Background: an optimization exercise with open tools, aiming at small area. Do not read the settings as production practice.
At most, simulation tests tie the RTL to the original design; equivalence was not proved.
Power is estimated from default activity; no workload was simulated.

==> flow/design.v <==
module audio_seq_synth #(
  parameter int NUM_CH    = 2,
  parameter int DEPTH     = 64,
  parameter int HP_W      = 7,
  parameter int TICK_DIV  = 4,
  parameter int SUB_TICKS = 32,
  parameter int SUBSTEPS  = 8,
  parameter int GATE      = 4,
  localparam int ADDR_W   = $clog2(DEPTH),
  localparam int CH_W     = (NUM_CH > 1) ? $clog2(NUM_CH) : 1
) (
  input  logic              clk,
  input  logic              rst,
  input  logic              run,
  input  logic              wr_en,
  input  logic [CH_W-1:0]   wr_ch,
  input  logic [ADDR_W-1:0] wr_addr,
  input  logic [HP_W-1:0]   wr_data,
  input  logic [ADDR_W-1:0] loop_end,
  output logic              audio,
  output logic [NUM_CH-1:0] ch_out,
  output logic [ADDR_W-1:0] step,
  output logic              beat
);
  localparam int PRE_W = (TICK_DIV > 1) ? $clog2(TICK_DIV) : 1;
  localparam int TC_W  = (SUB_TICKS > 1) ? $clog2(SUB_TICKS) : 1;
  localparam int SUB_W = (SUBSTEPS > 1) ? $clog2(SUBSTEPS) : 1;
  localparam int ACC_W = $clog2(NUM_CH + 1) + 1;
  localparam logic [PRE_W-1:0]  PRE_MAX  = PRE_W'(TICK_DIV - 1);
  localparam logic [TC_W-1:0]   TC_MAX   = TC_W'(SUB_TICKS - 1);
  localparam logic [SUB_W-1:0]  SUB_MAX  = SUB_W'(SUBSTEPS - 1);
  localparam logic [ADDR_W-1:0] STEP_MAX = ADDR_W'(DEPTH - 1);
  localparam logic [ACC_W-1:0]  NUM_CH_V = ACC_W'(NUM_CH);
  logic [HP_W-1:0]   mem    [NUM_CH][DEPTH];
  logic [HP_W-1:0]   hp_cur [NUM_CH];
  logic [HP_W-1:0]   hp_ctr [NUM_CH];
  logic [PRE_W-1:0]  presc;
  logic [TC_W-1:0]   tc;
  logic [SUB_W-1:0]  sub;
  logic [ACC_W-1:0]  acc;
  logic [ACC_W-1:0]  ch_sum;
  logic [ACC_W-1:0]  mix_s;
  logic [ADDR_W-1:0] next_step;
  logic              tick;
  logic              boundary;
  logic              gate;
  logic              wrap_pt;
  logic [ADDR_W-1:0] rd_addr;
  assign tick     = run && (presc == PRE_MAX);
  assign boundary = tick && (tc == TC_MAX) && (sub == SUB_MAX);
  assign gate     = run && (32'(sub) < 32'(GATE));
  always_comb begin
    wrap_pt = 1'b0;
    wrap_pt = (step == loop_end) || (step == STEP_MAX);
    next_step = wrap_pt ? '0 : step + 1'b1;
    rd_addr   = run ? next_step : step;
  end
  logic [HP_W-1:0] wdata;
  assign wdata = rst ? '0 : wr_data;
  always_ff @(posedge clk) begin
    for (int c = 0; c < NUM_CH; c++)
      for (int a = 0; a < DEPTH; a++)
        if (rst || (wr_en && 32'(wr_ch) == c && 32'(wr_addr) == a))
          mem[c][a] <= wdata;
  end
  always_ff @(posedge clk or posedge rst) begin
    if (rst) begin
      presc <= '0;
      tc    <= '0;
      sub   <= '0;
      step  <= '0;
      beat  <= 1'b0;
    end else begin
      beat <= boundary;
      if (run) begin
        presc <= tick ? '0 : presc + 1'b1;
        if (tick) begin
          tc <= (tc == TC_MAX) ? '0 : tc + 1'b1;
          if (tc == TC_MAX)
            sub <= (sub == SUB_MAX) ? '0 : sub + 1'b1;
        end
        if (boundary)
          step <= next_step;
      end
    end
  end
  always_ff @(posedge clk or posedge rst) begin
    if (rst) begin
      for (int c = 0; c < NUM_CH; c++) begin
        hp_cur[c] <= '0;
        hp_ctr[c] <= '0;
      end
      ch_out <= '0;
    end else begin
      for (int c = 0; c < NUM_CH; c++) begin
        if (!run || boundary)
          hp_cur[c] <= mem[c][rd_addr];
        if (boundary || !gate || (hp_cur[c] == '0)) begin
          ch_out[c] <= 1'b0;
          hp_ctr[c] <= '0;
        end else if (tick) begin
          if (hp_ctr[c] == hp_cur[c] - 1'b1) begin
            ch_out[c] <= ~ch_out[c];
            hp_ctr[c] <= '0;
          end else begin
            hp_ctr[c] <= hp_ctr[c] + 1'b1;
          end
        end
      end
    end
  end
  always_comb begin
    ch_sum = '0;
    for (int c = 0; c < NUM_CH; c++)
      ch_sum = ch_sum + ACC_W'(ch_out[c]);
    mix_s = acc + ch_sum;
  end
  always_ff @(posedge clk or posedge rst) begin
    if (rst) begin
      acc   <= '0;
      audio <= 1'b0;
    end else if (!run) begin
      audio <= 1'b0;
    end else if (mix_s >= NUM_CH_V) begin
      audio <= 1'b1;
      acc   <= mix_s - NUM_CH_V;
    end else begin
      audio <= 1'b0;
      acc   <= mix_s;
    end
  end
endmodule
make LEC_CHECK=0 CAP_MARGIN=20 CORE_MARGIN=2 CORE_UTILIZATION=25 SLEW_MARGIN=20 finish   # period 10.0 ns
run.sh (not shown) runs the stock make flow with config.mk's settings and CLKGATE_MAP_FILE= SYNTH_SCRIPT=/design/flow/synth_recipe.tcl, a recipe that flattens the netlist after the stock synthesis.
==> next run, changes <==
--- a/flow/design.v
+++ b/flow/design.v
@@ -46,5 +46,4 @@
   logic              gate;
   logic              wrap_pt;
-  logic [ADDR_W-1:0] rd_addr;
   assign tick     = run && (presc == PRE_MAX);
   assign boundary = tick && (tc == TC_MAX) && (sub == SUB_MAX);
@@ -54,13 +53,13 @@
     wrap_pt = (step == loop_end) || (step == STEP_MAX);
     next_step = wrap_pt ? '0 : step + 1'b1;
-    rd_addr   = run ? next_step : step;
   end
-  logic [HP_W-1:0] wdata;
-  assign wdata = rst ? '0 : wr_data;
-  always_ff @(posedge clk) begin
-    for (int c = 0; c < NUM_CH; c++)
-      for (int a = 0; a < DEPTH; a++)
-        if (rst || (wr_en && 32'(wr_ch) == c && 32'(wr_addr) == a))
-          mem[c][a] <= wdata;
+  always_ff @(posedge clk or posedge rst) begin
+    if (rst) begin
+      for (int c = 0; c < NUM_CH; c++)
+        for (int a = 0; a < DEPTH; a++)
+          mem[c][a] <= '0;
+    end else if (wr_en && (32'(wr_ch) < 32'(NUM_CH)) && (32'(wr_addr) < 32'(DEPTH))) begin
+      mem[wr_ch][wr_addr] <= wr_data;
+    end
   end
   always_ff @(posedge clk or posedge rst) begin
@@ -94,6 +93,8 @@
     end else begin
       for (int c = 0; c < NUM_CH; c++) begin
-        if (!run || boundary)
-          hp_cur[c] <= mem[c][rd_addr];
+        if (!run)
+          hp_cur[c] <= mem[c][step];
+        else if (boundary)
+          hp_cur[c] <= mem[c][next_step];
         if (boundary || !gate || (hp_cur[c] == '0)) begin
           ch_out[c] <= 1'b0;
Effect: The changed run completed with no timing, DRC or antenna violations. Final cell count goes up by 53%. Total power goes up by 17%. Combinational power goes up by 59%. Wire length goes up to 3.1 times its value. Sequential share of layout area goes down by 23 points. Flip-flop and latch count is unchanged. Register-to-register slack got worse by 0.57 ns. Core utilization goes up by 0.68 points. Maximum frequency goes up by 4.2%. Setup slack improved by 0.29 ns. Global-route usage goes up by 28 points. Count of clock-buffer cells in the layout goes up by 49.
No functional check of the RTL was part of the second run of this note.


audio_seq_synth, a different RTL version from the one above (not shown whole).
Size: about 34 I/O pins.
Settings: LEC_CHECK=0, CAP_MARGIN=20, CORE_MARGIN=2, CORE_UTILIZATION=40, CTS_BUF_LIST=sky130_fd_sc_hd__clkbuf_8, CTS_CLUSTER_DIAMETER=60, CTS_CLUSTER_SIZE=16, SLEW_MARGIN=20, SYNTH_HIERARCHICAL=1; clock period 10.0 ns.
==> next run, changes <==
--- a/flow/design.v
+++ b/flow/design.v
@@ -123,20 +123,18 @@
   end
   logic [NM-1:0] sel_a [NUM_CH];
   logic [NM-1:0] sel_b [NUM_CH];
   logic [NM-1:0] sel_h [NUM_CH];
   for (genvar c = 0; c < NUM_CH; c++) begin : g_sel
     for (genvar m = 0; m < NM; m++) begin : g_m
       audseq_pos_sel u_s (
         .a_hi_n(a_hi_n[c][m/8]), .a_lo_n(a_lo_n[m%8]),
         .b_hi_n(b_hi_n[c][m/8]), .b_lo_n(b_lo_n[m%8]),
-        .sel_a(sel_a[c][m]), .sel_b(sel_b[c][m]));
-      audseq_hold_sel u_h (
         .sel_a(sel_a[c][m]), .sel_b(sel_b[c][m]), .sel_h(sel_h[c][m]));
     end
   end
   for (genvar c = 0; c < NUM_CH; c++) begin : g_ch
     assign tap[c] = ring[c][0];
     for (genvar k = 0; k < RL; k++) begin : g_pos
       if (k % 2 == 0) begin : g_wr
         localparam bit BUS_INV = ((k / 2) % 2 == 0);
         logic [HP_W-1:0] da, db;
@@ -189,44 +187,42 @@
         if (boundary)
           step <= next_step;
       end
     end
   end
   logic [HP_W-1:0] hp_inc [NUM_CH];
   always_comb
     for (int c = 0; c < NUM_CH; c++)
       hp_inc[c] = hp_ctr[c] + 1'b1;
-  logic [NUM_CH-1:0] restart;
-  always_comb
-    for (int c = 0; c < NUM_CH; c++)
-      restart[c] = boundary || !gate || (hp_cur[c] == '0);
-  always_ff @(posedge clk) begin
-    for (int c = 0; c < NUM_CH; c++)
-      if (rst || restart[c] || (tick && hp_inc[c] == hp_cur[c]))
+  always_ff @(posedge clk or posedge rst) begin
+    if (rst) begin
+      for (int c = 0; c < NUM_CH; c++) begin
+        hp_cur[c] <= '0;
         hp_ctr[c] <= '0;
-      else if (tick)
-        hp_ctr[c] <= hp_inc[c];
-  end
-  always_ff @(posedge clk or posedge rst) begin
-    if (rst) begin
-      for (int c = 0; c < NUM_CH; c++)
-        hp_cur[c] <= '0;
+      end
       ch_out <= '0;
     end else begin
       for (int c = 0; c < NUM_CH; c++) begin
         if (!run)
           hp_cur[c] <= (step == '0) ? m0[c] : cur[c];
         else if (boundary)
           hp_cur[c] <= wrap_pt ? m0[c] : nxt[c];
-        if (restart[c])
+        if (boundary || !gate || (hp_cur[c] == '0)) begin
           ch_out[c] <= 1'b0;
-        else if (tick && hp_inc[c] == hp_cur[c])
-          ch_out[c] <= ~ch_out[c];
+          hp_ctr[c] <= '0;
+        end else if (tick) begin
+          if (hp_inc[c] == hp_cur[c]) begin
+            ch_out[c] <= ~ch_out[c];
+            hp_ctr[c] <= '0;
+          end else begin
+            hp_ctr[c] <= hp_inc[c];
+          end
+        end
       end
     end
   end
   always_ff @(posedge clk or posedge rst) begin
     if (rst) begin
       acc   <= 1'b0;
       audio <= 1'b0;
     end else if (!run) begin
       audio <= 1'b0;
@@ -249,21 +245,16 @@
   always_ff @(posedge clk)
     q <= ~((prev & sel_h) | (da & sel_a) | (db & sel_b));
 endmodule
 module audseq_pos_sel (
   input  logic a_hi_n,
   input  logic a_lo_n,
   input  logic b_hi_n,
   input  logic b_lo_n,
   output logic sel_a,
-  output logic sel_b
+  output logic sel_b,
+  output logic sel_h
 );
   assign sel_a = !(a_hi_n || a_lo_n);
   assign sel_b = !(b_hi_n || b_lo_n);
-endmodule
-module audseq_hold_sel (
-  input  logic sel_a,
-  input  logic sel_b,
-  output logic sel_h
-);
   assign sel_h = !(sel_a || sel_b);
 endmodule
Outcome: Final area rose slightly; cell count is higher slightly; maximum frequency went down slightly; count of clock-buffer cells in the layout came out higher by 2; global-route usage decreases by 0.35 points; combinational power came out higher by a little under a tenth; total power increases by a few percent; die area climbs slightly; register-to-register slack stays flat; area after synthesis climbs slightly; hold slack got worse by 18 ps; wire length increases slightly.

## afterwards: timing with drivers on the ports
The flow's constraints put no driver on any port. The routed layouts listed below were extracted and timed again, unchanged, in two steps. Step 1 assumes that a clkbuf_16 drives the clock port and a buf_2 every other input. Step 2, shift: input delay + t, output delay - t, t = (earliest + latest rising clock arrival at the registers) / 2. This alone moves slack from input paths to output paths. Three values: ideal, step 1, step 2; two values: the first two.
run	t, ns	slack for setup (ns)	clock arrival spread, ns
the first run of note 1	0.788	2.924 / 2.958 / 2.169	0.051 / 0.051
the second run of note 1	0.916	3.210 / 3.210 / 2.422	0.070 / 0.069
the first run of note 2	0.754	3.574 / 3.598 / 2.845	0.038 / 0.037
the second run of note 2	0.766	3.542 / 3.559 / 2.794	0.086 / 0.085
After both steps every run listed still meets setup and hold. For the second run of note 1, which loses most, drivers alone change the setup slack by 0.000 ns; drivers and shift together by -0.788 ns.
